Background: an optimization exercise with open tools, aiming at small area. Do not read the settings as production practice.
Function was checked by simulation only, so behaviour that the tests miss may differ from the original.
Power figures rest on the tool's default switching activity, not on a simulated workload.

**flow/flow/run.sh**
```bash
#!/bin/bash
# Own layout flow: the standard synthesis, then every cell set to its
# smallest drive before floorplanning (the resizer sizes up what timing or
# slew needs), a clock tree without dummy loads, and power recovery
# (downsizing of gates with slack) after global routing.
set -euo pipefail
W=$(pwd)
R=$W/orfs/results/$FLOW_PLATFORM/pacman_core/base
export CTS_ARGS="${CTS_ARGS_OVERRIDE:--sink_clustering_enable -repair_clock_nets -dont_use_dummy_load -buf_list sky130_fd_sc_hd__clkbuf_16 -sink_clustering_size 20 -sink_clustering_max_diameter 80}"
export BUFFER_PORTS_ARGS="-buffer_cell sky130_fd_sc_hd__buf_1"
export RECOVER_POWER=100

bash standard.sh synth > "$W/synth.log" 2>&1
RESULTS=$R openroad -no_init -exit flow/shrink.tcl > "$W/shrink.log" 2>&1
bash standard.sh > "$W/layout.log" 2>&1
```
**flow/flow/shrink.tcl**
```tcl
# Swap every standard cell of the synthesised netlist to the smallest-area
# drive strength of the same function.
read_db $::env(RESULTS)/1_synth.odb
set db [ord::get_db]
set block [ord::get_db_block]
set area {}
set by_base {}
foreach lib [$db getLibs] {
  foreach m [$lib getMasters] {
    set n [$m getName]
    if {[string match "*lpflow*" $n] || [string match "*probe*" $n]} { continue }
    if {[regexp {^(sky130_fd_sc_hd__[a-z0-9]+)_([0-9]+)$} $n -> base drive]} {
      dict lappend by_base $base $m
    }
  }
}
set swapped 0
set before 0.0
set after 0.0
foreach inst [$block getInsts] {
  set m [$inst getMaster]
  set n [$m getName]
  set a [expr {[$m getWidth] * [$m getHeight]}]
  set before [expr {$before + $a}]
  if {[regexp {^(sky130_fd_sc_hd__[a-z0-9]+)_([0-9]+)$} $n -> base drive] && [dict exists $by_base $base]} {
    set best $m
    set best_a $a
    foreach c [dict get $by_base $base] {
      set ca [expr {[$c getWidth] * [$c getHeight]}]
      # on equal area keep the stronger cell
      if {$ca < $best_a || ($ca == $best_a && [$c getName] ne [$best getName] && \
          [regexp {_([0-9]+)$} [$c getName] -> cd] && [regexp {_([0-9]+)$} [$best getName] -> bd] && $cd > $bd && $cd <= $drive)} {
        set best $c
        set best_a $ca
      }
    }
    if {$best ne $m} {
      if {[$inst swapMaster $best]} { incr swapped }
    }
  }
  set after [expr {$after + [[$inst getMaster] getWidth] * [[$inst getMaster] getHeight]}]
}
set dbu [$block getDbUnitsPerMicron]
puts "shrink: swapped $swapped cells, area [expr {$before / $dbu / $dbu}] -> [expr {$after / $dbu / $dbu}] um2"
write_db $::env(RESULTS)/1_synth.odb
```
**flow/standard.sh**
```bash
#!/bin/bash
# synth_recipe.tcl (not shown) runs the flow's synth.tcl, then flattens the netlist and writes it again
# the make line also repeats each setting of config.mk as NAME=value (left out here)
make -C /OpenROAD-flow-scripts/flow DESIGN_CONFIG=/design/flow/config.mk WORK_HOME=/design/flow/orfs CLKGATE_MAP_FILE= SYNTH_SCRIPT=/design/flow/synth_recipe.tcl "${@:-finish}"
```
**flow/config.mk**
```make
export PLATFORM = sky130hd
export DESIGN_NAME = pacman_core
export DESIGN_NICKNAME = pacman_core
export VERILOG_FILES = /design/flow/design.v
export SDC_FILE = /design/flow/constraint.sdc
export NUM_CORES = 4
export LEC_CHECK = 0
export CAP_MARGIN = 20
export CELL_PAD_IN_SITES_DETAIL_PLACEMENT = 1
export CELL_PAD_IN_SITES_GLOBAL_PLACEMENT = 2
export CORE_MARGIN = 2
export CORE_UTILIZATION = 40
export SLEW_MARGIN = 20
export SYNTH_HIERARCHICAL = 1
export SYNTH_MEMORY_MAX_BITS = 8192
export SYNTH_MINIMUM_KEEP_SIZE = 0
```
**flow/constraint.sdc**
```tcl
create_clock -name core_clock -period 10.0 [get_ports {CLOCK_50}]
set_input_delay 2.0000 -clock core_clock [delete_from_list [all_inputs] [get_ports {CLOCK_50}]]
set_output_delay 2.0000 -clock core_clock [all_outputs]
set_load 0.01 [all_outputs]
```
**flow/design.v**
```verilog
`default_nettype none
package pacman_pkg;
	localparam int MAP_COLS = 40;
	localparam int MAP_ROWS = 30;
	localparam int TILE_PX = 16;
	localparam int COL_W = 6;
	localparam int ROW_W = 5;
	localparam logic [COL_W-1:0] START_X = 6'd20;
	localparam logic [ROW_W-1:0] START_Y = 5'd15;
	localparam int WALL_COL = 10;
	localparam int WALL_ROW_LO = 5;
	localparam int WALL_ROW_HI = 24;
	localparam int PILL_LO = 6;
	localparam int PILL_HI = 9;
	localparam int PAC_LO = 2;
	localparam int PAC_HI = 13;
	localparam logic [23:0] COLOR_WALL = 24'h2121de;
	localparam logic [23:0] COLOR_PILL = 24'hffb8ae;
	localparam logic [23:0] COLOR_PACMAN = 24'hffff00;
	localparam logic [7:0] KEY_UP = 8'h75;
	localparam logic [7:0] KEY_DOWN = 8'h72;
	localparam logic [7:0] KEY_LEFT = 8'h6b;
	localparam logic [7:0] KEY_RIGHT = 8'h74;
	localparam int STATE_W = 4;
	localparam logic [STATE_W-1:0] ST_IDLE = 4'd0;
	localparam logic [STATE_W-1:0] ST_INIT = 4'd1;
	localparam logic [STATE_W-1:0] ST_INIT_END = 4'd2;
	localparam logic [STATE_W-1:0] ST_CHECK = 4'd3;
	localparam logic [STATE_W-1:0] ST_CLEAR = 4'd4;
	localparam logic [STATE_W-1:0] ST_WR_CLEAR = 4'd5;
	localparam logic [STATE_W-1:0] ST_REREAD = 4'd6;
	localparam logic [STATE_W-1:0] ST_PUT = 4'd7;
	localparam logic [STATE_W-1:0] ST_FINISH = 4'd8;
endpackage
`default_nettype wire
`default_nettype none
import pacman_pkg::*;
module keyboard_process (
	input logic CLOCK_50,
	input logic rst_n,
	input logic [7:0] scan_code,
	input logic code_valid,
	input logic make_break,
	output logic up,
	output logic down,
	output logic left,
	output logic right
);
	logic up_held;
	logic down_held;
	logic left_held;
	logic right_held;
	always_ff @(posedge CLOCK_50 or negedge rst_n) begin
		if (!rst_n) begin
			up_held <= 1'b0;
			down_held <= 1'b0;
			left_held <= 1'b0;
			right_held <= 1'b0;
		end else if (code_valid) begin
			case (scan_code)
				KEY_UP: begin
					up_held <= make_break;
				end
				KEY_DOWN: begin
					down_held <= make_break;
				end
				KEY_LEFT: begin
					left_held <= make_break;
				end
				KEY_RIGHT: begin
					right_held <= make_break;
				end
				default: begin
				end
			endcase
		end
	end
	assign up = up_held;
	assign down = down_held & ~up_held;
	assign left = left_held & ~up_held & ~down_held;
	assign right = right_held & ~up_held & ~down_held & ~left_held;
endmodule
`default_nettype wire
`default_nettype none
import pacman_pkg::*;
module pacman_loc_ctrl (
	input logic CLOCK_50,
	input logic rst_n,
	input logic start,
	input logic step_tick,
	input logic up,
	input logic down,
	input logic left,
	input logic right,
	output logic init_wr,
	output logic [ROW_W-1:0] init_cnt,
	output logic clr_wr,
	output logic put_wr,
	output logic [COL_W-1:0] tgt_x,
	output logic [ROW_W-1:0] tgt_y,
	input logic tgt_pill,
	output logic [COL_W-1:0] pac_x,
	output logic [ROW_W-1:0] pac_y,
	output logic [15:0] pill_count,
	output logic busy,
	output logic move_done,
	output logic move_blocked
);
	logic [STATE_W-1:0] state;
	logic [ROW_W-1:0] row_cnt;
	logic [COL_W-1:0] nxt_x;
	logic [ROW_W-1:0] nxt_y;
	logic got_pill;
	logic move_req;
	logic tgt_wall;
	logic [10:0] pills;
	always_comb begin
		nxt_x = pac_x;
		nxt_y = pac_y;
		if (up) begin
			nxt_y = pac_y - 1'b1;
		end else if (down) begin
			nxt_y = pac_y + 1'b1;
		end else if (left) begin
			nxt_x = pac_x - 1'b1;
		end else if (right) begin
			nxt_x = pac_x + 1'b1;
		end
	end
	assign move_req = step_tick & (up | down | left | right) & (state == ST_IDLE);
	assign busy = (state != ST_IDLE);
	assign tgt_wall = (tgt_y == '0) || (tgt_y == ROW_W'(MAP_ROWS - 1)) || (tgt_x == '0) ||
		(tgt_x == COL_W'(MAP_COLS - 1)) ||
		((tgt_x == COL_W'(WALL_COL)) && (tgt_y >= ROW_W'(WALL_ROW_LO)) && (tgt_y <= ROW_W'(WALL_ROW_HI)));
	assign init_wr = (state == ST_INIT) || (state == ST_INIT_END);
	assign init_cnt = row_cnt;
	assign clr_wr = (state == ST_WR_CLEAR);
	assign put_wr = (state == ST_FINISH);
	assign pill_count = {5'd0, pills};
	always_ff @(posedge CLOCK_50 or negedge rst_n) begin
		if (!rst_n) begin
			state <= ST_IDLE;
			row_cnt <= '0;
			pac_x <= START_X;
			pac_y <= START_Y;
			pills <= '0;
			move_done <= 1'b0;
			move_blocked <= 1'b0;
		end else begin
			move_done <= 1'b0;
			move_blocked <= 1'b0;
			if (start) begin
				state <= ST_INIT;
				row_cnt <= '0;
				pills <= '0;
				pac_x <= START_X;
				pac_y <= START_Y;
			end else begin
				case (state)
					ST_IDLE: begin
						if (move_req) begin
							state <= ST_CHECK;
						end
					end
					ST_INIT: begin
						row_cnt <= row_cnt + 1'b1;
						if (row_cnt == ROW_W'(MAP_ROWS - 1)) begin
							state <= ST_INIT_END;
						end
					end
					ST_INIT_END: state <= ST_IDLE;
					ST_CHECK: begin
						if (tgt_wall) begin
							move_done <= 1'b1;
							move_blocked <= 1'b1;
							state <= ST_IDLE;
						end else begin
							state <= ST_CLEAR;
						end
					end
					ST_CLEAR: state <= ST_WR_CLEAR;
					ST_WR_CLEAR: state <= ST_REREAD;
					ST_REREAD: state <= ST_PUT;
					ST_PUT: begin
						pac_x <= tgt_x;
						pac_y <= tgt_y;
						if (got_pill) begin
							pills <= pills + 1'b1;
						end
						state <= ST_FINISH;
					end
					ST_FINISH: begin
						move_done <= 1'b1;
						state <= ST_IDLE;
					end
					default: state <= ST_IDLE;
				endcase
			end
		end
	end
	always_ff @(posedge CLOCK_50) begin
		if (move_req) begin
			tgt_x <= nxt_x;
			tgt_y <= nxt_y;
		end
		if (state == ST_CHECK) begin
			got_pill <= tgt_pill;
		end
	end
endmodule
`default_nettype wire
`default_nettype none
import pacman_pkg::*;
module map_ram (
	input logic CLOCK_50,
	input logic init_wr,
	input logic [ROW_W-1:0] init_cnt,
	input logic clr_wr,
	input logic put_wr,
	input logic [COL_W-1:0] wr_x,
	input logic [ROW_W-1:0] wr_y,
	input logic [COL_W-1:0] rd_x,
	input logic [ROW_W-1:0] rd_y,
	output logic pill_a,
	output logic pac_a,
	output logic pill_b
);
	logic [MAP_ROWS-1:0][MAP_COLS-1:0] eaten;
	logic [MAP_ROWS-1:0] keep_r;
	logic [MAP_ROWS-1:0] put_r;
	logic [MAP_COLS-1:0] put_c;
	logic [COL_W-1:0] pl_x;
	logic [ROW_W-1:0] pl_y;
	logic pl_vis;
	logic st_vis;
	always_comb begin
		for (int r = 0; r < MAP_ROWS; r++) begin
			keep_r[r] = !(init_wr && (init_cnt == ROW_W'(r + 1)));
			put_r[r] = put_wr && (wr_y == ROW_W'(r));
		end
		for (int c = 0; c < MAP_COLS; c++) begin
			put_c[c] = (wr_x == COL_W'(c));
		end
	end
	for (genvar r = 0; r < MAP_ROWS; r++) begin : g_row
		for (genvar c = 0; c < MAP_COLS; c++) begin : g_col
			localparam bit NONE = (r == 0) || (r == MAP_ROWS - 1) || (c == 0) || (c == MAP_COLS - 1) ||
				((c == WALL_COL) && (r >= WALL_ROW_LO) && (r <= WALL_ROW_HI)) ||
				((c == int'(START_X)) && (r == int'(START_Y)));
			if (NONE) begin : g_none
				assign eaten[r][c] = 1'b1;
			end else begin : g_bit
				eaten_bit u_bit (
					.CLOCK_50(CLOCK_50),
					.keep(keep_r[r]),
					.put_r(put_r[r]),
					.put_c(put_c[c]),
					.eaten(eaten[r][c])
				);
			end
		end
	end
	always_ff @(posedge CLOCK_50) begin
		if (put_wr) begin
			pl_x <= wr_x;
			pl_y <= wr_y;
			pl_vis <= 1'b1;
		end else if (clr_wr) begin
			pl_vis <= 1'b0;
			st_vis <= 1'b0;
		end else if (init_wr) begin
			if (pl_y + 1'b1 == init_cnt) begin
				pl_vis <= 1'b0;
			end
			if (init_cnt == START_Y + 1'b1) begin
				st_vis <= 1'b1;
			end
		end
	end
	logic [MAP_ROWS-1:0] rs_a_n;
	logic [MAP_ROWS-1:0] rs_b_n;
	logic [MAP_COLS-1:0] cs_a;
	logic [MAP_COLS-1:0] cs_b;
	logic [MAP_COLS-1:0] col_a;
	logic [MAP_COLS-1:0] col_b;
	always_comb begin
		for (int r = 0; r < MAP_ROWS; r++) begin
			rs_a_n[r] = (rd_y != ROW_W'(r));
			rs_b_n[r] = (wr_y != ROW_W'(r));
		end
		for (int c = 0; c < MAP_COLS; c++) begin
			cs_a[c] = (rd_x == COL_W'(c));
			cs_b[c] = (wr_x == COL_W'(c));
		end
	end
	for (genvar c = 0; c < MAP_COLS; c++) begin : g_rd
		if (c == 0 || c == MAP_COLS - 1) begin : g_none
			assign col_a[c] = 1'b0;
			assign col_b[c] = 1'b0;
		end else begin : g_tree
			logic [MAP_ROWS-3:0] e;
			for (genvar r = 1; r < MAP_ROWS - 1; r++) begin : g_e
				assign e[r-1] = eaten[r][c];
			end
			pill_pick #(.N(MAP_ROWS - 2)) rd_a (
				.eaten(e),
				.sel_n(rs_a_n[MAP_ROWS-2:1]),
				.pill(col_a[c])
			);
			pill_pick #(.N(MAP_ROWS - 2)) rd_b (
				.eaten(e),
				.sel_n(rs_b_n[MAP_ROWS-2:1]),
				.pill(col_b[c])
			);
		end
	end
	sel_or #(.N(MAP_COLS - 2)) pick_a (
		.d(col_a[MAP_COLS-2:1]),
		.s(cs_a[MAP_COLS-2:1]),
		.y(pill_a)
	);
	sel_or #(.N(MAP_COLS - 2)) pick_b (
		.d(col_b[MAP_COLS-2:1]),
		.s(cs_b[MAP_COLS-2:1]),
		.y(pill_b)
	);
	assign pac_a = (pl_vis && pl_x == rd_x && pl_y == rd_y) ||
		(st_vis && rd_x == START_X && rd_y == START_Y);
endmodule
module eaten_bit (
	input logic CLOCK_50,
	input logic keep,
	input logic put_r,
	input logic put_c,
	output logic eaten
);
	always_ff @(posedge CLOCK_50) begin
		eaten <= (eaten & keep) | (put_r & put_c);
	end
endmodule
module pill_pick #(
	parameter int N = 2
) (
	input logic [N-1:0] eaten,
	input logic [N-1:0] sel_n,
	output logic pill
);
	localparam int G = (N + 1) / 2;
	logic [G-1:0] g;
	for (genvar i = 0; i < N / 2; i++) begin : g_pair
		pill_pick2 pair (
			.eaten(eaten[2*i +: 2]),
			.sel_n(sel_n[2*i +: 2]),
			.pill(g[i])
		);
	end
	if (N % 2 == 1) begin : g_rest
		assign g[G-1] = ~(eaten[N-1] | sel_n[N-1]);
	end
	assign pill = |g;
endmodule
module pill_pick2 (
	input logic [1:0] eaten,
	input logic [1:0] sel_n,
	output logic pill
);
	assign pill = ~((eaten[0] | sel_n[0]) & (eaten[1] | sel_n[1]));
endmodule
module sel_or #(
	parameter int N = 2
) (
	input logic [N-1:0] d,
	input logic [N-1:0] s,
	output logic y
);
	localparam int G3 = N / 3;
	localparam int R = N % 3;
	localparam int G = G3 + ((R != 0) ? 1 : 0);
	logic [G-1:0] g_n;
	for (genvar i = 0; i < G3; i++) begin : g_grp
		sel3_n grp (
			.d(d[3*i +: 3]),
			.s(s[3*i +: 3]),
			.y_n(g_n[i])
		);
	end
	if (R == 2) begin : g_rest2
		sel2_n grp (
			.d(d[N-1 -: 2]),
			.s(s[N-1 -: 2]),
			.y_n(g_n[G-1])
		);
	end else if (R == 1) begin : g_rest1
		assign g_n[G-1] = ~(d[N-1] & s[N-1]);
	end
	assign y = ~&g_n;
endmodule
module sel3_n (
	input logic [2:0] d,
	input logic [2:0] s,
	output logic y_n
);
	assign y_n = ~|(d & s);
endmodule
module sel2_n (
	input logic [1:0] d,
	input logic [1:0] s,
	output logic y_n
);
	assign y_n = ~|(d & s);
endmodule
`default_nettype none
import pacman_pkg::*;
module tile_pixel_gen (
	input logic CLOCK_50,
	input logic rst_n,
	input logic [9:0] pix_x,
	input logic [8:0] pix_y,
	output logic [COL_W-1:0] rd_x,
	output logic [ROW_W-1:0] rd_y,
	input logic pill_a,
	input logic pac_a,
	output logic [7:0] r,
	output logic [7:0] g,
	output logic [7:0] b
);
	logic [1:0] cls;
	logic [1:0] cls_s1;
	logic [1:0] cls_s2;
	logic [3:0] off_x;
	logic [3:0] off_y;
	logic in_grid;
	logic wall;
	logic in_pill;
	logic in_pac;
	assign rd_x = COL_W'(pix_x / TILE_PX);
	assign rd_y = ROW_W'(pix_y / TILE_PX);
	assign off_x = 4'(pix_x % TILE_PX);
	assign off_y = 4'(pix_y % TILE_PX);
	assign in_grid = (rd_y < ROW_W'(MAP_ROWS)) && (rd_x < COL_W'(MAP_COLS));
	assign wall = (rd_y == '0) || (rd_y == ROW_W'(MAP_ROWS - 1)) || (rd_x == '0) ||
		(rd_x == COL_W'(MAP_COLS - 1)) ||
		((rd_x == COL_W'(WALL_COL)) && (rd_y >= ROW_W'(WALL_ROW_LO)) && (rd_y <= ROW_W'(WALL_ROW_HI)));
	assign in_pill = (off_x >= PILL_LO) && (off_x <= PILL_HI) &&
		(off_y >= PILL_LO) && (off_y <= PILL_HI);
	assign in_pac = (off_x >= PAC_LO) && (off_x <= PAC_HI) &&
		(off_y >= PAC_LO) && (off_y <= PAC_HI);
	always_comb begin
		cls = 2'd0;
		if (in_grid) begin
			if (wall) begin
				cls = 2'd1;
			end else if (pac_a) begin
				cls = in_pac ? 2'd3 : 2'd0;
			end else if (pill_a) begin
				cls = in_pill ? 2'd2 : 2'd0;
			end
		end
	end
	always_ff @(posedge CLOCK_50) begin
		cls_s1 <= cls;
	end
	always_ff @(posedge CLOCK_50 or negedge rst_n) begin
		if (!rst_n) begin
			cls_s2 <= 2'd0;
		end else begin
			cls_s2 <= cls_s1;
		end
	end
	always_comb begin
		case (cls_s2)
			2'd1: {r, g, b} = COLOR_WALL;
			2'd2: {r, g, b} = COLOR_PILL;
			2'd3: {r, g, b} = COLOR_PACMAN;
			default: {r, g, b} = 24'h000000;
		endcase
	end
endmodule
`default_nettype wire
`default_nettype none
import pacman_pkg::*;
module pacman_core (
	input logic CLOCK_50,
	input logic rst_n,
	input logic [7:0] scan_code,
	input logic code_valid,
	input logic make_break,
	input logic start,
	input logic step_tick,
	input logic [9:0] pix_x,
	input logic [8:0] pix_y,
	output logic [7:0] r,
	output logic [7:0] g,
	output logic [7:0] b,
	output logic [COL_W-1:0] pac_x,
	output logic [ROW_W-1:0] pac_y,
	output logic [15:0] pill_count,
	output logic busy,
	output logic move_done,
	output logic move_blocked
);
	logic up;
	logic down;
	logic left;
	logic right;
	logic init_wr;
	logic [ROW_W-1:0] init_cnt;
	logic clr_wr;
	logic put_wr;
	logic [COL_W-1:0] tgt_x;
	logic [ROW_W-1:0] tgt_y;
	logic tgt_pill;
	logic [COL_W-1:0] rd_x;
	logic [ROW_W-1:0] rd_y;
	logic pill_a;
	logic pac_a;
	keyboard_process keyboard_ctrl (
		.CLOCK_50(CLOCK_50),
		.rst_n(rst_n),
		.scan_code(scan_code),
		.code_valid(code_valid),
		.make_break(make_break),
		.up(up),
		.down(down),
		.left(left),
		.right(right)
	);
	pacman_loc_ctrl pac_loc (
		.CLOCK_50(CLOCK_50),
		.rst_n(rst_n),
		.start(start),
		.step_tick(step_tick),
		.up(up),
		.down(down),
		.left(left),
		.right(right),
		.init_wr(init_wr),
		.init_cnt(init_cnt),
		.clr_wr(clr_wr),
		.put_wr(put_wr),
		.tgt_x(tgt_x),
		.tgt_y(tgt_y),
		.tgt_pill(tgt_pill),
		.pac_x(pac_x),
		.pac_y(pac_y),
		.pill_count(pill_count),
		.busy(busy),
		.move_done(move_done),
		.move_blocked(move_blocked)
	);
	map_ram map_mem (
		.CLOCK_50(CLOCK_50),
		.init_wr(init_wr),
		.init_cnt(init_cnt),
		.clr_wr(clr_wr),
		.put_wr(put_wr),
		.wr_x(tgt_x),
		.wr_y(tgt_y),
		.rd_x(rd_x),
		.rd_y(rd_y),
		.pill_a(pill_a),
		.pac_a(pac_a),
		.pill_b(tgt_pill)
	);
	tile_pixel_gen pix_gen (
		.CLOCK_50(CLOCK_50),
		.rst_n(rst_n),
		.pix_x(pix_x),
		.pix_y(pix_y),
		.rd_x(rd_x),
		.rd_y(rd_y),
		.pill_a(pill_a),
		.pac_a(pac_a),
		.r(r),
		.g(g),
		.b(b)
	);
endmodule
`default_nettype wire
```
==> results.txt, run 1 <==
reg2reg end pac_loc.got_pill; row cnt 122; CP Class primary input to flop; XOR/XNOR share of the synthesized area 0.826%; Wirelength per Cell 38.2 um; layout cells sized above 1 around 8.9%; CTS Hold Bufs 0; Detail Placement HPWL 141000 um; Routed WL 233000 um; Compound-Gate Fraction of Synth Area 36.9%; Setup Skew just over 60 ps; Final Instance Area 50200 um^2; utilization after layout 45.5%; DRC 0; grt total ovfl 0; via count ~45000; Post-Syn Instances 4276; worst hold path type flop to flop; cell family with most CP delay simple AND/OR/NAND/NOR gates; sequential element share of the synthesized area 50.8%; SO Viols capacitance limit, slew limit; Avg Cell Area, Syn around 10 um^2; Total Routing Usage GR between 30 and 40%; Final period util roughly three quarters; IO Count 87; Hold Vio Cnt, Final 0; Synth-to-Final Area Change 13.2%; Worst Path Max Fanout 26; Setup Viol. Count Final 0; slowest CP cell nand2_1; Crit path depth 12; initial DRC count 5191; first drt pass iteration count 6; first-pass GRT wire length between 300000 and 400000 um; Main synth FF type dfxtp_1; Max Freq around 140 MHz; max_cap viols 36; pre-CTS setup slack 2580 ps; commonest non-fill, non-tap cells in the layout o22ai_1 (1065), dfxtp_1 (1046), a22o_1 (1044), nor4_1 (212), nor2_1 (179); Setup TNS Final 0 ps; initial core utilization between 40% and 50%; Critical path origin pix_y[6]; adder-cell area share of the yosys netlist 0.337%; Lkg Pwr 19.4 nW; distinct cell type count after synthesis between 70 and 80; setup bufs post-CTS 0; DR vias/cell roughly 7.4; cts repair resizes 0; Slew @ Worst Pin about 3600 ps; Max stage delay on crit path 1210 ps; RSZ-0062 raised after global routing false; Clock transition at path regs 70 ps; Setup crit end kind flop; maximum vdd drop approximately 130 uV; Data arrival, critical path 7920 ps; commonest non-fill, non-tap cell in the layout o22ai_1; Setup crit end pix_gen.cls_s1[1]; r2r worst-path depth 10; vias in the first global route 43500; Hold WS 345 ps; Worst setup SP type primary input; Final min period 7380 ps; largest family of logic cells by synthesized area compound AO/OA/AOI/OAI gates; CTS Root Cell clkbuf_16; cts bufs inserted slightly below 70; DP Area 48600 um^2; input/output buffers 78; Top cell by count, worst path nand4_1; number of flops mapped to enable cells by yosys 24; Synth Register Bits 1109; clk sink count 1109; status failed layout checks; Die Ht 337 um; routability cong. 0.925; chip area in the Yosys report 44500 um^2; pwr/cell area 158 nW/um^2; Die Wd approximately 340 um; Synth Cell Area 44300 um^2; latest clock arrival within the worst-skew pair 670 ps; worst path required time 10540 ps; largest net degree at the start of global routing 40; Synth Warn # 11; post-synthesis mux area share less than 1%; Core Footprint 110000 um^2; Worst R2R Start pac_loc.tgt_y[4]; R2R setup slack 2650 ps; CTS tree yes; Max Root-Sink Buffers 3; CP bufs+invs 1; layout net count 4660; setup ws final 2620 ps; Max Slew Vio Count 1202; worst-path cell chain buf_1 -> nor2_1 -> nand2_1 -> o22ai_1 -> nor4_1 -> nand4_1 -> a222oi_1 -> nand4_1 -> or4_1 -> a311oi_1 -> a31oi_1 -> and3_1; Synth Area in Simple Gates 9.90%; ys async rst share 3.52%; H-tree depth 3; Worst slew margin -139%; Post-DRT Antenna Nets 0; die area 113000 um^2; initial antenna violation count 13
cells in the mapped netlist (6+ instances only):
library cell,count,area share (%)
o22ai_1,1065,15
dfxtp_1,1046,47
a22o_1,1044,21
nor4_1,234,3.3
nor2_1,228,1.9
nand2_1,127,1.1
nand4_1,100,1.4
buf_4,36,0.61
dfrtp_1,33,1.9
nand3_1,30,0.34
xnor2_1,26,0.51
a222oi_1,24,0.54
edfxtp_1,24,1.6
buf_2,17,0.19
a21oi_1,16,0.18
clkbuf_1,16,0.13
nor2b_1,16,0.22
xor2_1,16,0.31
nor3_1,14,0.16
inv_1,13,0.11
ha_1,12,0.34
nand2b_1,12,0.17
nand3b_1,10,0.17
or3_1,8,0.11
and3_1,7,0.098
or4_1,7,0.12
dfstp_2,6,0.35
layer usage:
layer | GRT usage (%) | up-vias | routed length, um
met5 | 0 | - | 103
met4 | 19.4 | 16 | 12700
met3 | 10.3 | 742 | 25700
met2 | 59.1 | 2646 | 98100
met1 | 53.9 | 22900 | 96900
li1 | - | 18800 | -
modules after synthesis, one instance, submodules excluded, a selection:
| module | cell area (um^2) | cells | flops+latches |
|---|---|---|---|
| pacman_loc_ctrl | 2460 | 251 | 45 |
| map_ram | 2050 | 361 | 13 |
| keyboard_process | 259 | 20 | 4 |
| eaten_bit | 28.8 | 2 | 1 |
| sel3_n | 10.0 | 1 | 0 |
| pill_pick2 | 6.26 | 1 | 0 |
through the flow:
step                total power [mW]  instances
floorplan                       4.89       4321
global placement                5.20       6027
detailed placement              5.20       6029
CTS                             7.91       6097
global route                    8.13       6101
finish                          7.91       6105
worst register-to-register path, stage by stage (launching register included):
cell      delay (ps)
edfxtp_1         350
clkbuf_1        1030
nor3_1           240
nand2_1         1250
buf_4            590
o22ai_1          160
nor4_1           880
nand4_1          260
a222oi_1         820
nand4_1          540
or4_1            860
where the power goes:
group	total, mW	switching (mW)	internal, mW
combinational	0.634	0.459	0.176
clock	2.78	1.57	1.21
sequential	4.50	0.0492	4.45
how the worst min path moves through the flow:
stage | from | end | slack (ps) | depth (start not counted)
finish | pix_gen.cls_s1[0] | pix_gen.cls_s2[0] | 340 | 0
global route | pix_gen.cls_s1[0] | pix_gen.cls_s2[0] | 370 | 0
CTS | pix_gen.cls_s1[0] | pix_gen.cls_s2[0] | 350 | 0
detailed placement | pix_gen.cls_s1[0] | pix_gen.cls_s2[0] | 320 | 0
global placement | pix_gen.cls_s1[0] | pix_gen.cls_s2[0] | 320 | 0
floorplan | pix_gen.cls_s1[0] | pix_gen.cls_s2[0] | 320 | 0
layout make-up:
class / count / area (um^2)
tap: 1488 / 1860
sequential: 1109 / 22600
fill: 12300 / 60100
clock buffer: 68 / 1700
multi-input combinational: 3128 / 22100
timing repair buffer: 295 / 1780
inverter: 13 / 48.8
antenna: 4 / 10.0
cell families after synthesis:
| kind of cell | count (synthesis) |
|---|---|
| AO/OA/AOI/OAI | 2187 |
| XOR/XNOR | 42 |
| adder cells (fa/ha/maj) | 12 |
| buffers and inverters | 84 |
| flip-flops | 1109 |
| multiplexers | 5 |
| other | 3 |
| AND/OR/NAND/NOR | 834 |
registers in the layout, indices dropped and copies added (netlist names), 6 cells and up:
register / cells
pac_loc.pills: 11
pac_loc.tgt_x: 6
pac_loc.pac_x: 6
map_mem.g_row.g_col.g_bit.u_bit.eaten: 1043
map_mem.pl_x: 6
==> inputs of run 2 (changes only) <==
--- a/flow/design.v
+++ b/flow/design.v
@@ -101,2 +101,4 @@
 	input logic tgt_pill,
+	output logic [COL_W-1:0] pl_x,
+	output logic [ROW_W-1:0] pl_y,
 	output logic [COL_W-1:0] pac_x,
@@ -115,2 +117,3 @@
 	logic tgt_wall;
+	logic restart;
 	logic [10:0] pills;
@@ -134,3 +137,6 @@
 		((tgt_x == COL_W'(WALL_COL)) && (tgt_y >= ROW_W'(WALL_ROW_LO)) && (tgt_y <= ROW_W'(WALL_ROW_HI)));
-	assign init_wr = (state == ST_INIT) || (state == ST_INIT_END);
+	assign restart = (state == ST_INIT) || (state == ST_INIT_END);
+	assign init_wr = restart;
+	assign pl_x = restart ? tgt_x : pac_x;
+	assign pl_y = restart ? tgt_y : pac_y;
 	assign init_cnt = row_cnt;
@@ -201,3 +207,6 @@
 	always_ff @(posedge CLOCK_50) begin
-		if (move_req) begin
+		if (start && !restart) begin
+			tgt_x <= pac_x;
+			tgt_y <= pac_y;
+		end else if (move_req) begin
 			tgt_x <= nxt_x;
@@ -221,2 +230,4 @@
 	input logic [ROW_W-1:0] wr_y,
+	input logic [COL_W-1:0] pl_x,
+	input logic [ROW_W-1:0] pl_y,
 	input logic [COL_W-1:0] rd_x,
@@ -231,4 +242,2 @@
 	logic [MAP_COLS-1:0] put_c;
-	logic [COL_W-1:0] pl_x;
-	logic [ROW_W-1:0] pl_y;
 	logic pl_vis;
@@ -264,4 +273,2 @@
 		if (put_wr) begin
-			pl_x <= wr_x;
-			pl_y <= wr_y;
 			pl_vis <= 1'b1;
@@ -304,12 +311,38 @@
 			end
-			pill_pick #(.N(MAP_ROWS - 2)) rd_a (
-				.eaten(e),
-				.sel_n(rs_a_n[MAP_ROWS-2:1]),
-				.pill(col_a[c])
-			);
-			pill_pick #(.N(MAP_ROWS - 2)) rd_b (
-				.eaten(e),
-				.sel_n(rs_b_n[MAP_ROWS-2:1]),
-				.pill(col_b[c])
-			);
+			if (c == WALL_COL) begin : g_wall
+				localparam int N = (WALL_ROW_LO - 1) + (MAP_ROWS - 2 - WALL_ROW_HI);
+				pill_pick #(.N(N)) rd_a (
+					.eaten({e[MAP_ROWS-3:WALL_ROW_HI], e[WALL_ROW_LO-2:0]}),
+					.sel_n({rs_a_n[MAP_ROWS-2:WALL_ROW_HI+1], rs_a_n[WALL_ROW_LO-1:1]}),
+					.pill(col_a[c])
+				);
+				pill_pick #(.N(N)) rd_b (
+					.eaten({e[MAP_ROWS-3:WALL_ROW_HI], e[WALL_ROW_LO-2:0]}),
+					.sel_n({rs_b_n[MAP_ROWS-2:WALL_ROW_HI+1], rs_b_n[WALL_ROW_LO-1:1]}),
+					.pill(col_b[c])
+				);
+			end else if (c == int'(START_X)) begin : g_start
+				localparam int SY = int'(START_Y);
+				pill_pick #(.N(MAP_ROWS - 3)) rd_a (
+					.eaten({e[MAP_ROWS-3:SY], e[SY-2:0]}),
+					.sel_n({rs_a_n[MAP_ROWS-2:SY+1], rs_a_n[SY-1:1]}),
+					.pill(col_a[c])
+				);
+				pill_pick #(.N(MAP_ROWS - 3)) rd_b (
+					.eaten({e[MAP_ROWS-3:SY], e[SY-2:0]}),
+					.sel_n({rs_b_n[MAP_ROWS-2:SY+1], rs_b_n[SY-1:1]}),
+					.pill(col_b[c])
+				);
+			end else begin : g_open
+				pill_pick #(.N(MAP_ROWS - 2)) rd_a (
+					.eaten(e),
+					.sel_n(rs_a_n[MAP_ROWS-2:1]),
+					.pill(col_a[c])
+				);
+				pill_pick #(.N(MAP_ROWS - 2)) rd_b (
+					.eaten(e),
+					.sel_n(rs_b_n[MAP_ROWS-2:1]),
+					.pill(col_b[c])
+				);
+			end
 		end
@@ -512,2 +545,4 @@
 	logic tgt_pill;
+	logic [COL_W-1:0] pl_x;
+	logic [ROW_W-1:0] pl_y;
 	logic [COL_W-1:0] rd_x;
@@ -543,2 +578,4 @@
 		.tgt_pill(tgt_pill),
+		.pl_x(pl_x),
+		.pl_y(pl_y),
 		.pac_x(pac_x),
@@ -558,2 +595,4 @@
 		.wr_y(tgt_y),
+		.pl_x(pl_x),
+		.pl_y(pl_y),
 		.rd_x(rd_x),
--- a/flow/flow/run.sh
+++ b/flow/flow/run.sh
@@ -3,4 +3,4 @@
 # smallest drive before floorplanning (the resizer sizes up what timing or
-# slew needs), a clock tree without dummy loads, and power recovery
-# (downsizing of gates with slack) after global routing.
+# slew needs), small port buffers and a clock tree of fewer, larger
+# clusters without dummy loads.
 set -euo pipefail
@@ -10,3 +10,2 @@
 export BUFFER_PORTS_ARGS="-buffer_cell sky130_fd_sc_hd__buf_1"
-export RECOVER_POWER=100
 
==> results.txt, run 2 <==
status complete, no violations; clock power share about a third; first-pass GRT wire length ~330000 um; largest register by flop count map_mem.g_row.g_col.g_bit.u_bit.eaten; max reg flops 1043; Final period util 72.4%; Main synth FF type dfxtp_1; Die Wd 335 um; grt total ovfl 0; CTS Hold Bufs 0; distinct cell type count after synthesis 76; Top cell by count, worst path nand4_1; top cells by area, synth dfxtp_1 (47%), a22o_1 (21%), o22ai_1 (15%); max_cap viols 0; pwr/cell area 174 nW/um^2; Max Freq 138 MHz; DP Area 48000 um^2; Post-DRT Antenna Nets 0; largest net degree at the start of global routing 40; H-tree depth 3; Max Root-Sink Buffers 3; Top Registers map_mem.g_row.g_col.g_bit.u_bit.eaten x1043, pac_loc.pills x11; DRC 0; Synth-to-Final Area Change 13.3%; commonest non-fill, non-tap cells in the layout o22ai_1 (1046), dfxtp_1 (1046), a22o_1 (1044), nor4_1 (199), buf_4 (197); Synth Register Bits 1098; input/output buffers 78; routability cong. 0.926; Routed WL 236000 um; vias in the first global route 43800; Yosys top cell area share 47.3%; Max stage delay on crit path 1060 ps; Avg Cell Area, Syn 10.3 um^2; Slew @ Worst Pin 1390 ps; Setup crit end kind flop; cts bufs inserted 67; P_sw 2.63 mW; Seq pwr share 51.9%; latest clock arrival within the worst-skew pair 700 ps; internal cell power 6.02 mW; chip area in the Yosys report approximately 44000 um^2; CTS Root Cell clkbuf_16; CP Class primary input to flop; Synth Warn # 11; initial DRC count between 5000 and 6000; Worst R2R Start pac_loc.tgt_y[0]; maximum vdd drop 117 uV; Final min period around 7200 ps; Detail Placement HPWL roughly 140000 um; switching part of the total 30.4%; Max Slew Vio Count 0; Gate power share between 10% and 20%; Hold Vio Cnt, Final 0; post-synth top area cell dfxtp_1; Setup TNS Final 0 ps; Worst setup SP type primary input; setup bufs post-CTS 0; Wirelength per Cell ~40 um; Setup Viol. Count Final 0; worst-path cell chain buf_1 -> nor3b_1 -> nand2_2 -> buf_4 -> o22ai_1 -> nor4_1 -> nand4_1 -> a222oi_1 -> nand4_1 -> or4_1 -> a311oi_1 -> a31oi_1 -> and3_1; CTS tree yes; Final Instance Area 49800 um^2; top cells by count, synth dfxtp_1 (1046), o22ai_1 (1046), a22o_1 (1044); Worst slew margin 6.67%; clk sink count 1098; RSZ-0062 raised after global routing false; Lkg Pwr 19.4 nW; Hold WS 334 ps; die area 113000 um^2; layout cells sized above 1 10.1%; Hold Startpoint pix_gen.cls_s1[0]; Die Ht 335 um; Total Routing Usage GR 40.8%; Setup Skew 69.1 ps; initial antenna violation count 13; Clock transition at path regs 60 ps; ys async rst share between 3 and 4%; number of flops mapped to enable cells by yosys 13; Data arrival, critical path 7770 ps; worst hold path type flop to flop; initial core utilization 40.4%; Synth Cell Area around 44000 um^2; Core Footprint 109000 um^2; layout net count between 4000 and 5000; via count 45300; sequential element share of the synthesized area 50.5%; worst path required time 10530 ps; IO Count a little under 90; first drt pass iteration count 8; row cnt between 100 and 150; Worst Path Max Fanout 21; Critical path origin pix_y[8]; Post-Syn Instances 4262; cts repair resizes 0; DR vias/cell 7.60; slowest CP cell nor4_1
[run 2: changes by cell type after synthesis, sizes merged, moves of 5 or more]
cell,change
nor4,-9
nand2,+9
mux2,+7
edfxtp,-11
nand3,+6
xor2,-5
o21ai,+9
or3,+5
nor2,-12
o22ai,-19
[run 2: power by group through the flow]
stage	sequential [mW]	combinational, mW	clock [mW]
after floorplan	4.54	0.712	0
after global placement	4.58	1.31	0
after detailed placement	4.58	1.32	0
after CTS	4.48	1.33	2.79
after global routing	4.49	1.44	2.94
final	4.48	1.40	2.77
[run 2: cell families (layout without fill, tap and decap cells)]
family / Yosys count / after routing / synth area share (%)
AO/OA/AOI/OAI: 2178 / 2178 / 37.0
flip-flops: 1098 / 1098 / 50.5
AND/OR/NAND/NOR: 838 / 838 / 10.1
buffers and inverters: 86 / 361 / 1.09
XOR/XNOR: 36 / 36 / 0.713
adder cells (fa/ha/maj): 12 / 12 / 0.339
multiplexers: 12 / 12 / 0.303
other: 2 / 9 / 0.0170
[run 2: critical path, delay by kind of cell]
kind / cells / cell delay, ps
simple gates: 7 / 3570
buf+inv: 2 / 1080
compound gates: 4 / 1080
[run 2: path summary, 6_finish.rpt]
kind                       depth (start not counted)                 to  slack [ps]
setup reg to reg                                  10   pac_loc.got_pill        4040
max in group asynchronous                          1  pix_gen.cls_s2[1]        7890
hold / removal                                     0  pix_gen.cls_s2[0]         330
min in group asynchronous                          1   pac_loc.pills[4]        1470
setup / recovery                                  13  pix_gen.cls_s1[1]        2760
hold reg to reg                                    0  pix_gen.cls_s2[0]         330
[run 2: modules after synthesis (local to each module, per instance), a selection]
| module | flops+latches | area [um^2] |
|---|---|---|
| sel3_n | 0 | 10.0 |
| tile_pixel_gen | 4 | 588 |
| eaten_bit | 1 | 28.8 |
| map_ram | 2 | 1720 |
| keyboard_process | 4 | 259 |
| pill_pick2 | 0 | 6.26 |
| sel2_n | 0 | 12.5 |
| pacman_loc_ctrl | 45 | 2630 |
[run 2: final cells by class]
class / count / area (um^2)
flip-flops and latches: 1098 / 22300
repair buffers: 278 / 1790
multi-input cells: 3082 / 22200
well taps: 1414 / 1770
diodes: 3 / 7.51
inverters: 16 / 60.1
fillers: 12000 / 59100
clock buffers: 67 / 1680
[run 2: stage by stage]
stage	worst slack, ps	utilization, %	std cells	total power [mW]
global route	3080	45.7	5955	8.87
CTS	3210	45.6	5952	8.60
floorplan	4780	-	4266	5.25
detailed placement	2550	44.1	5885	5.91
global placement	2540	44.0	5885	5.90
finish	2760	45.7	5958	8.65
[run 2: per-layer routing]
layer | track usage, % | up-vias | wire [um]
met5 | 0 | - | 125
met4 | 19.0 | 22 | 12400
met3 | 12.6 | 736 | 27200
met2 | 59.7 | 2719 | 98900
met1 | 54.5 | 23200 | 97900
li1 | - | 18600 | -
==> inputs of run 3 (changes only) <==
--- a/flow/config.mk
+++ b/flow/config.mk
@@ -7,3 +7,3 @@
 export LEC_CHECK = 0
-export CAP_MARGIN = 20
+export CAP_MARGIN = 0
 export CELL_PAD_IN_SITES_DETAIL_PLACEMENT = 1
@@ -12,3 +12,3 @@
 export CORE_UTILIZATION = 40
-export SLEW_MARGIN = 20
+export SLEW_MARGIN = 0
 export SYNTH_HIERARCHICAL = 1
==> results.txt, run 3 <==
top cells by count, synth dfxtp_1 (1046), o22ai_1 (1046), a22o_1 (1044); sequential element share of the synthesized area 50.5%; Slew @ Worst Pin 1590 ps; Worst R2R Start pac_loc.tgt_y[0]; Data arrival, critical path about 7600 ps; DRC 0; RSZ-0062 raised after global routing false; Detail Placement HPWL 140000 um; setup bufs post-CTS 0; first-pass GRT wire length ~330000 um; CTS Hold Bufs 0; status failed layout checks; IO Count 87; distinct cell type count after synthesis 76; H-tree depth 3; DR vias/cell 7.59; Worst setup SP type primary input; post-synth top area cell dfxtp_1; Synth Warn # 11; Routed WL ~240000 um; cts bufs inserted between 60 and 70; cell count after placement 5885; SO Viols capacitance limit, slew limit; latest clock arrival within the worst-skew pair 680 ps; Setup TNS Final 0 ps; Die Ht 335 um; worst hold path type flop to flop; clk sink count 1098; FILL cells 12000; layout cells sized above 1 just under 10%; CP Class primary input to flop; pwr/cell area about 170 nW/um^2; die area 113000 um^2; Setup Skew between 40 and 50 ps; number of flops mapped to enable cells by yosys 13; first drt pass iteration count 8; Die Wd 335 um; Hold Startpoint pix_gen.cls_s1[0]; Post-DRT Antenna Nets 0; Synth Register Bits 1098; Max Freq 141 MHz; Setup crit end kind flop; routability cong. 0.926; Max Root-Sink Buffers 3; largest register by flop count map_mem.g_row.g_col.g_bit.u_bit.eaten; vias in the first global route ~44000; initial core utilization 40.4%; Post-Syn Instances 4262; initial DRC count 5358; Avg Cell Area, Syn 10.3 um^2; Max Slew Vio Count 3; Core Footprint approximately 110000 um^2; Hold Vio Cnt, Final 0; Final min period 7090 ps; Worst Path Max Fanout 21; grt total ovfl 0; Synth-to-Final Area Change 13.0%; max_cap viols 2; largest net degree at the start of global routing 40; Top Registers map_mem.g_row.g_col.g_bit.u_bit.eaten x1043, pac_loc.pills x11; initial antenna violation count 12; Hold WS 341 ps; Final Non-Filler Cells between 5000 and 6000; worst path required time ~11000 ps; setup ws final 2910 ps; CTS tree yes; Clock transition at path regs 80 ps; Main synth FF type dfxtp_1; ys async rst share 3.55%; Lkg Pwr 19.3 nW; Synth Cell Area 44000 um^2; Yosys top cell area share 47.3%; top cells by area, synth dfxtp_1 (47%), a22o_1 (21%), o22ai_1 (15%); Worst slew margin -6.88%; Total Routing Usage GR about 41%; max reg flops 1043; chip area in the Yosys report approximately 44000 um^2; Final period util approximately 71%; Critical path origin pix_y[7]; maximum vdd drop 114 uV; cts repair resizes 0; commonest non-fill, non-tap cells in the layout o22ai_1 (1046), dfxtp_1 (1046), a22o_1 (1044), nor4_1 (218), buf_4 (197); row cnt 121; Wirelength per Cell 39.6 um; via count roughly 45000; input/output buffers 78; Setup Viol. Count Final 0; pre-CTS setup slack 2480 ps; CTS Root Cell clkbuf_16; layout net count between 4000 and 5000
-- run 3: cell counts after synthesis --
Identical to the previous run, type by type.
-- run 3: where the power goes --
group | total, mW | internal, mW | leakage (nW) | switching (mW)
logic | 1.39 | 0.406 | 9.48 | 0.980
clock network | 2.76 | 1.20 | 0.826 | 1.56
registers | 4.48 | 4.41 | 9.04 | 0.0708
total | 8.63 | 6.02 | 19.3 | 2.62
-- run 3: through the flow --
stage | cell area [um^2] | total power, mW | utilization (%)
after CTS | 49600 | 8.59 | 45.6
after global placement | 47900 | 5.90 | 44.0
after detailed placement | 47900 | 5.90 | 44.0
final | 49700 | 8.63 | 45.6
after floorplan | 44000 | 5.25 | -
after global routing | 49700 | 8.86 | 45.6
-- run 3: path summary, 6_finish.rpt --
path | end | slack (ps) | cells past startpoint
min in group asynchronous | pac_loc.pills[4] | 1510 | 1
max in group asynchronous | pac_loc.row_cnt[4] | 7790 | 1
min | pix_gen.cls_s2[0] | 340 | 0
min reg2reg | pix_gen.cls_s2[0] | 340 | 0
max | pix_gen.cls_s1[1] | 2910 | 12
max reg2reg | pac_loc.got_pill | 4000 | 9
-- run 3: critical path: stages --
cell and delay [ps]:
buf_1 580, and3b_1 340, nand2_2 560, o22ai_1 200, nor4_1 890, nand4_1 280
a222oi_1 1250, nand4_1 250, or4_1 720, a311oi_1 290, a31oi_1 70, and3_1 160
-- run 3: modules after synthesis, one instance, submodules excluded, excerpt --
module            cells inside  flops+latches  cell area, um^2  copies in the design
sel2_n                       1              0             12.5                     2
pill_pick2                   1              0             6.26                  1042
map_ram                    349              2             1720                     1
eaten_bit                    2              1             28.8                  1043
tile_pixel_gen              78              4              588                     1
pacman_loc_ctrl            277             45             2630                     1
keyboard_process            20              4              259                     1
-- run 3: routing by layer --
layer | share of wire (%) | vias to the layer above | GRT usage, %
met4 | 5.2 | 12 | 18.4
met3 | 12 | 753 | 11.1
met5 | 0.028 | - | 0
met1 | 42 | 22900 | 55.4
met2 | 42 | 2883 | 59.8
li1 | - | 18600 | -
-- run 3: cell type report --
| cell class | instances | area (um^2) | share of cell area (%) |
|---|---|---|---|
| clock buffer | 67 | 1680 | 3.38 |
| timing repair buffer | 277 | 1790 | 3.60 |
| tap | 1414 | 1770 | 3.56 |
| inverter | 16 | 60.1 | 0.121 |
| multi-input combinational | 3082 | 22000 | 44.4 |
| sequential | 1098 | 22300 | 44.9 |
| antenna | 2 | 5.00 | 0.0101 |
-- run 3: cells by family after synthesis --
group                    share of synthesized area (%)
AO/OA/AOI/OAI                                     37.0
XOR/XNOR                                         0.713
adder cells (fa/ha/maj)                          0.339
buffers and inverters                             1.09
flip-flops                                        50.5
multiplexers                                     0.303
other                                           0.0170
AND/OR/NAND/NOR                                   10.1
==> inputs of run 4 (changes only) <==
--- a/flow/design.v
+++ b/flow/design.v
@@ -215,3 +215,3 @@
 		if (state == ST_CHECK) begin
-			got_pill <= tgt_pill;
+			got_pill <= tgt_pill && !(tgt_x == START_X && tgt_y == START_Y);
 		end
@@ -240,3 +240,3 @@
 	logic [MAP_ROWS-1:0] keep_r;
-	logic [MAP_ROWS-1:0] put_r;
+	logic [MAP_ROWS-1:0] rs_b;
 	logic [MAP_COLS-1:0] put_c;
@@ -247,6 +247,6 @@
 			keep_r[r] = !(init_wr && (init_cnt == ROW_W'(r + 1)));
-			put_r[r] = put_wr && (wr_y == ROW_W'(r));
+			rs_b[r] = (wr_y == ROW_W'(r));
 		end
 		for (int c = 0; c < MAP_COLS; c++) begin
-			put_c[c] = (wr_x == COL_W'(c));
+			put_c[c] = put_wr && (wr_x == COL_W'(c));
 		end
@@ -264,3 +264,3 @@
 					.keep(keep_r[r]),
-					.put_r(put_r[r]),
+					.put_r(rs_b[r]),
 					.put_c(put_c[c]),
@@ -287,3 +287,2 @@
 	logic [MAP_ROWS-1:0] rs_a_n;
-	logic [MAP_ROWS-1:0] rs_b_n;
 	logic [MAP_COLS-1:0] cs_a;
@@ -295,3 +294,2 @@
 			rs_a_n[r] = (rd_y != ROW_W'(r));
-			rs_b_n[r] = (wr_y != ROW_W'(r));
 		end
@@ -318,5 +316,5 @@
 				);
-				pill_pick #(.N(N)) rd_b (
+				free_pick #(.N(N)) rd_b (
 					.eaten({e[MAP_ROWS-3:WALL_ROW_HI], e[WALL_ROW_LO-2:0]}),
-					.sel_n({rs_b_n[MAP_ROWS-2:WALL_ROW_HI+1], rs_b_n[WALL_ROW_LO-1:1]}),
+					.sel({rs_b[MAP_ROWS-2:WALL_ROW_HI+1], rs_b[WALL_ROW_LO-1:1]}),
 					.pill(col_b[c])
@@ -330,5 +328,5 @@
 				);
-				pill_pick #(.N(MAP_ROWS - 3)) rd_b (
+				free_pick #(.N(MAP_ROWS - 3)) rd_b (
 					.eaten({e[MAP_ROWS-3:SY], e[SY-2:0]}),
-					.sel_n({rs_b_n[MAP_ROWS-2:SY+1], rs_b_n[SY-1:1]}),
+					.sel({rs_b[MAP_ROWS-2:SY+1], rs_b[SY-1:1]}),
 					.pill(col_b[c])
@@ -341,5 +339,5 @@
 				);
-				pill_pick #(.N(MAP_ROWS - 2)) rd_b (
+				free_pick #(.N(MAP_ROWS - 2)) rd_b (
 					.eaten(e),
-					.sel_n(rs_b_n[MAP_ROWS-2:1]),
+					.sel(rs_b[MAP_ROWS-2:1]),
 					.pill(col_b[c])
@@ -373,2 +371,31 @@
 endmodule
+module free_pick #(
+	parameter int N = 2
+) (
+	input logic [N-1:0] eaten,
+	input logic [N-1:0] sel,
+	output logic pill
+);
+	localparam int G3 = N / 3;
+	localparam int R = N % 3;
+	localparam int G = G3 + ((R != 0) ? 1 : 0);
+	logic [G-1:0] g;
+	for (genvar i = 0; i < G3; i++) begin : g_grp
+		sel3_n grp (
+			.d(eaten[3*i +: 3]),
+			.s(sel[3*i +: 3]),
+			.y_n(g[i])
+		);
+	end
+	if (R == 2) begin : g_rest2
+		sel2_n grp (
+			.d(eaten[N-1 -: 2]),
+			.s(sel[N-1 -: 2]),
+			.y_n(g[G-1])
+		);
+	end else if (R == 1) begin : g_rest1
+		assign g[G-1] = ~(eaten[N-1] & sel[N-1]);
+	end
+	assign pill = &g;
+endmodule
 module pill_pick #(
--- a/flow/flow/run.sh
+++ b/flow/flow/run.sh
@@ -8,3 +8,3 @@
 R=$W/orfs/results/$FLOW_PLATFORM/pacman_core/base
-export CTS_ARGS="${CTS_ARGS_OVERRIDE:--sink_clustering_enable -repair_clock_nets -dont_use_dummy_load -buf_list sky130_fd_sc_hd__clkbuf_16 -sink_clustering_size 20 -sink_clustering_max_diameter 80}"
+export CTS_ARGS="${CTS_ARGS_OVERRIDE:--sink_clustering_enable -repair_clock_nets -dont_use_dummy_load -buf_list sky130_fd_sc_hd__clkbuf_16 -sink_clustering_size 23 -sink_clustering_max_diameter 85}"
 export BUFFER_PORTS_ARGS="-buffer_cell sky130_fd_sc_hd__buf_1"
--- a/flow/config.mk
+++ b/flow/config.mk
@@ -7,3 +7,3 @@
 export LEC_CHECK = 0
-export CAP_MARGIN = 0
+export CAP_MARGIN = 30
 export CELL_PAD_IN_SITES_DETAIL_PLACEMENT = 1
@@ -12,3 +12,3 @@
 export CORE_UTILIZATION = 40
-export SLEW_MARGIN = 0
+export SLEW_MARGIN = 30
 export SYNTH_HIERARCHICAL = 1
==> results.txt, run 4 <==
status complete, no violations; IO Count 87; Wirelength per Cell 42.6 um; Routed WL ~240000 um; area of the multi-input gates 22200 um^2; DR vias/cell 7.84; Setup TNS Final 0 ps; Worst slew margin 24.6%; Top Registers map_mem.g_row.g_col.g_bit.u_bit.eaten x1043, pac_loc.pills x11; max reg flops 1043; initial antenna violation count 3; Total Routing Usage GR 41.5%; die area about 110000 um^2; via count 44500; setup bufs post-CTS 0; Synth-to-Final Area Change 12.6%; commonest non-fill, non-tap cell in the layout dfxtp_1; DP Area 47900 um^2; FILL cells around 12000; routability cong. 0.894; Post-Syn Instances slightly above 4000; DRC 0; largest net degree at the start of global routing 77; Data arrival, critical path 7230 ps; Max Root-Sink Buffers 3; Post-DRT Antenna Nets 0; Max Freq about 150 MHz; row cnt 121; R2R setup slack 4560 ps; Pwr Total 8.02 mW; Setup crit end kind flop; input/output buffers 78; initial core utilization 40.3%; max_cap viols 0; met2 Use GR 62.4%; Slew @ Worst Pin 1130 ps; utilization after layout between 40% and 50%; largest register by flop count map_mem.g_row.g_col.g_bit.u_bit.eaten; Avg Cell Area, Syn 10.9 um^2; cts bufs inserted 57; initial DRC count ~7300; Setup Viol. Count Final 0; pwr/cell area 162 nW/um^2; latest clock arrival within the worst-skew pair ~740 ps; Die Ht approximately 340 um; Clock transition at path regs approximately 70 ps; vias in the first global route approximately 43000; Final period util 66.4%; first-pass GRT wire length 333000 um; H-tree depth 2; Worst setup SP type primary input; CTS tree yes; Worst Path Max Fanout 17; Max Slew Vio Count 0; grt total ovfl 0; layout net count 4303; Synth Warn # 11; GR peak layer met2; clk sink count approximately 1100; Core Footprint 109000 um^2; Final Instance Area 49400 um^2; Die Wd 335 um; Lkg Pwr 18.3 nW; Final min period 6640 ps; first drt pass iteration count 11; cts repair resizes 0; CP Class primary input to flop; Hold Vio Cnt, Final 0; Storage cell area about 22000 um^2; CTS Root Cell clkbuf_16; Detail Placement HPWL 133000 um; maximum vdd drop approximately 130 uV; worst hold path type flop to flop; Setup Skew about 43 ps; met1 Use GR between 50 and 60%; CTS Hold Bufs 0; Synth Cell Area 43900 um^2; RSZ-0062 raised after global routing false; worst path required time 10590 ps; layout cells sized above 1 8.51%; M3 GR Usage between 10% and 20%; commonest non-fill, non-tap cells in the layout dfxtp_1 (1046), a22o_1 (1044), o22ai_1 (523), a222oi_1 (359), nor2_1 (156)
==> run 4: changes by cell type in the layout (fill, tap and decap cells not counted), moves of 20 or more <==
cell | previous run | this run
nor4_1 | 218 | 113
a222oi_1 | 24 | 359
nand2_2 | 49 | 17
buf_4 | 197 | 128
a2111oi_0 | 1 | 21
nand3_1 | 21 | 57
nor2_4 | 29 | 52
o22ai_1 | 1046 | 523
nand2_1 | 76 | 103
buf_12 | 0 | 20
==> run 4: cell type report <==
| cell class | instances | area share [%] |
|---|---|---|
| Tap cell | 1414 | 3.58 |
| Clock buffer | 57 | 2.89 |
| Timing Repair Buffer | 227 | 3.37 |
| Antenna cell | 1 | 0.00506 |
| Sequential cell | 1098 | 45.2 |
| Multi-Input combinational cell | 2860 | 44.9 |
| Inverter | 14 | 0.106 |
==> run 4: worst paths after layout <==
path | cells after the start | from | endpoint
max | 13 | pix_y[6] | pix_gen.cls_s1[1]
min | 0 | pix_gen.cls_s1[0] | pix_gen.cls_s2[0]
max reg2reg | 11 | pac_loc.tgt_y[1] | pac_loc.got_pill
min reg2reg | 0 | pix_gen.cls_s1[0] | pix_gen.cls_s2[0]
max in group asynchronous | 2 | rst_n | pac_loc.pac_x[4]
min in group asynchronous | 2 | rst_n | pac_loc.pills[7]
==> run 4: worst max-delay path, stage by stage <==
cell,delay [ps]
buf_1,480
nor2_1,310
nand2_2,850
buf_4,430
o22ai_1,140
nor4_1,360
nand4_1,420
a222oi_1,540
nand4_1,360
or4_1,760
a311oi_1,270
a31oi_1,80
and3_1,170
==> run 4: stage by stage <==
step | setup slack (ps) | hold slack (ps) | instances
6_report | 3360 | 331 | 5671
5_1_grt | 3440 | 342 | 5670
3_3_place_gp | 2980 | 320 | 5605
3_5_place_dp | 2940 | 324 | 5612
2_1_floorplan | 4650 | 316 | 4040
4_1_cts | 3680 | 334 | 5669
==> run 4: metal layers <==
| metal | up-vias | wire length (um) |
|---|---|---|
| met1 | 22600 | 93800 |
| met4 | 2 | 17200 |
| li1 | 18100 | - |
| met2 | 2976 | 103000 |
| met3 | 859 | 27400 |
| met5 | - | 10 |
==> run 4: power breakdown <==
| group | internal [mW] | total (mW) | switching (mW) |
|---|---|---|---|
| clock network | 1.01 | 2.55 | 1.53 |
| registers | 4.41 | 4.49 | 0.0789 |
| logic | 0.242 | 0.979 | 0.737 |
| total | 5.67 | 8.02 | 2.35 |
==> inputs of run 5 (changes only) <==
--- a/flow/design.v
+++ b/flow/design.v
@@ -148,3 +148,2 @@
 			state <= ST_IDLE;
-			row_cnt <= '0;
 			pac_x <= START_X;
@@ -159,3 +158,2 @@
 				state <= ST_INIT;
-				row_cnt <= '0;
 				pills <= '0;
@@ -171,3 +169,2 @@
 					ST_INIT: begin
-						row_cnt <= row_cnt + 1'b1;
 						if (row_cnt == ROW_W'(MAP_ROWS - 1)) begin
@@ -205,2 +202,9 @@
 		end
+	end
+	always_ff @(posedge CLOCK_50) begin
+		if (start) begin
+			row_cnt <= '0;
+		end else if (state == ST_INIT) begin
+			row_cnt <= row_cnt + 1'b1;
+		end
 	end
--- a/flow/flow/run.sh
+++ b/flow/flow/run.sh
@@ -8,3 +8,3 @@
 R=$W/orfs/results/$FLOW_PLATFORM/pacman_core/base
-export CTS_ARGS="${CTS_ARGS_OVERRIDE:--sink_clustering_enable -repair_clock_nets -dont_use_dummy_load -buf_list sky130_fd_sc_hd__clkbuf_16 -sink_clustering_size 23 -sink_clustering_max_diameter 85}"
+export CTS_ARGS="${CTS_ARGS_OVERRIDE:--sink_clustering_enable -repair_clock_nets -dont_use_dummy_load -buf_list sky130_fd_sc_hd__clkbuf_16 -sink_clustering_size 25 -sink_clustering_max_diameter 90}"
 export BUFFER_PORTS_ARGS="-buffer_cell sky130_fd_sc_hd__buf_1"
==> results.txt, run 5 <==
Post-Syn Instances roughly 4000; clk sink count 1098; Pwr Total 7.95 mW; initial DRC count just over 7000; RSZ-0062 raised after global routing false; Die Wd 335 um; FILL cells about 12000; die area 112000 um^2; max reg flops 1043; first drt pass iteration count 9; commonest non-fill, non-tap cell in the layout dfxtp_1; largest net degree at the start of global routing between 70 and 80; Max Slew Vio Count 0; pwr/cell area 161 nW/um^2; H-tree depth 2; worst-path cell chain buf_1 -> nor3b_1 -> nand2_2 -> buf_4 -> o22ai_1 -> nor4_1 -> nand4_1 -> a222oi_1 -> nand4_1 -> or4_1 -> a311oi_1 -> a31oi_1 -> and3_1; maximum vdd drop 125 uV; Die Ht 335 um; Setup TNS Final 0 ps; Avg Cell Area, Syn 10.9 um^2; Worst Path Max Fanout 20; Detail Placement HPWL 131000 um; Hold Vio Cnt, Final 0; CTS Root Cell clkbuf_16; worst path required time ~11000 ps; input/output buffers 78; Total Routing Usage GR 40.6%; status complete, no violations; Synth Warn # 11; cell family with most CP delay simple AND/OR/NAND/NOR gates; routability cong. 0.858; Setup Skew between 50 and 60 ps; Synth Cell Area 43900 um^2; vias in the first global route 42400; largest register by flop count map_mem.g_row.g_col.g_bit.u_bit.eaten; initial antenna violation count 3; Setup crit end kind flop; Max Root-Sink Buffers 3; CP Class primary input to flop; area of the multi-input gates 22200 um^2; n_diodes 0; IO Count 87; CTS tree yes; Wirelength per Cell 41.8 um; Slew @ Worst Pin 1140 ps; Routed WL 236000 um; DR vias/cell 7.82; cts bufs inserted 54; Core Footprint ~110000 um^2; max_cap viols 0; Setup Viol. Count Final 0; Top cell by count, worst path nand4_1; Worst slew margin 24.3%; Final period util between 60% and 70%; Final min period 6730 ps; DRC 0; first-pass GRT wire length 328000 um; Storage cell area 22300 um^2; Top Registers map_mem.g_row.g_col.g_bit.u_bit.eaten x1043, pac_loc.pills x11; Max Freq roughly 150 MHz; Max stage delay on crit path between 800 and 900 ps; Data arrival, critical path 7320 ps; Post-DRT Antenna Nets 0; initial core utilization 40.3%; Clock transition at path regs approximately 60 ps; CTS Hold Bufs 0; CP bufs+invs 2; latest clock arrival within the worst-skew pair 720 ps; cts repair resizes 0; grt total ovfl 0; setup bufs post-CTS 0; layout net count between 4000 and 5000; Worst setup SP type primary input; slowest CP cell nand2_2; layout cells sized above 1 8.09%; Lkg Pwr ~18 nW; commonest non-fill, non-tap cells in the layout dfxtp_1 (1051), a22o_1 (1045), o22ai_1 (521), a222oi_1 (359), nor2_1 (157); via count 44200; worst hold path type flop to flop; row cnt ~120; Synth-to-Final Area Change 12.5%
[run 5: cell type report]
class / count / area share, %
Timing Repair Buffer: 215 / 3.47
Tap cell: 1414 / 3.58
Sequential cell: 1098 / 45.2
Multi-Input combinational cell: 2858 / 44.9
Clock buffer: 54 / 2.74
Inverter: 15 / 0.114
[run 5: final timing paths]
kind	from	end	slack, ps	depth (start not counted)
worst max-delay path	pix_y[5]	pix_gen.cls_s1[1]	3270	13
worst min-delay path	pix_gen.cls_s1[1]	pix_gen.cls_s2[1]	330	0
worst max register to register	pac_loc.tgt_y[1]	pac_loc.got_pill	4320	10
worst min register to register	pix_gen.cls_s1[1]	pix_gen.cls_s2[1]	330	0
max in group asynchronous	rst_n	pac_loc.pills[6]	8030	1
min in group asynchronous	rst_n	pac_loc.pills[10]	1390	1
[run 5: where the power goes]
group	internal [mW]	switching [mW]	total [mW]	leakage (nW)
logic	0.242	0.729	0.970	8.65
clock network	0.964	1.52	2.49	0.665
registers	4.41	0.0794	4.49	9.02
total	5.62	2.33	7.95	18.3
[run 5: per-stage QoR]
step | hold slack (ps) | instances | area, um^2 | utilization (%) | setup slack [ps]
floorplan | 316 | 4037 | 43900 | - | 4650
global placement | 317 | 5590 | 47600 | 43.7 | 2840
detailed placement | 321 | 5597 | 47900 | 44.0 | 2860
CTS | 330 | 5651 | 49300 | 45.3 | 3590
global route | 336 | 5654 | 49400 | 45.3 | 3230
finish | 328 | 5654 | 49400 | 45.3 | 3270
[run 5: layer usage]
metal / up-vias / GRT usage, % / wire length, um
met3: 718 / 8.63 / 26000
met2: 2820 / 61.1 / 100000
met5: - / 0 / 0
met1: 22700 / 54.7 / 95500
met4: 0 / 21.0 / 14400
li1: 18000 / - / -

## re-timing with driven ports
Ports are ideal in the flow. The routed layouts listed here were re-timed in OpenROAD. Step 1 assumes that a clkbuf_16 drives the clock port and a buf_2 every other input. Step 2 also shifts input and output timing later by t, the mid clock arrival at the registers, as if the neighbouring blocks saw the same clock. Three values: no drivers, after step 1, after step 2; two values: the first two.
run	t (ns)	setup slack, ns	clock arrival spread, ns	worst register clock-pin slew, ns	pins driven straight from the clock port
run 1	0.718	2.618 / 2.650 / 1.939	0.078 / 0.078	0.10 / 0.10	1
run 2	0.746	2.758 / 2.799 / 2.053	0.069 / 0.069	0.09 / 0.09	1
run 3	0.721	2.911 / 2.943 / 2.222	0.055 / 0.056	0.10 / 0.10	1
run 4	0.793	3.362 / 3.399 / 2.606	0.044 / 0.044	0.11 / 0.11	1
run 5	0.778	3.270 / 3.317 / 2.538	0.071 / 0.071	0.12 / 0.12	1
The setup slack of run 4, which loses most, moves by +0.037 ns with the drivers and by -0.756 ns with both steps.
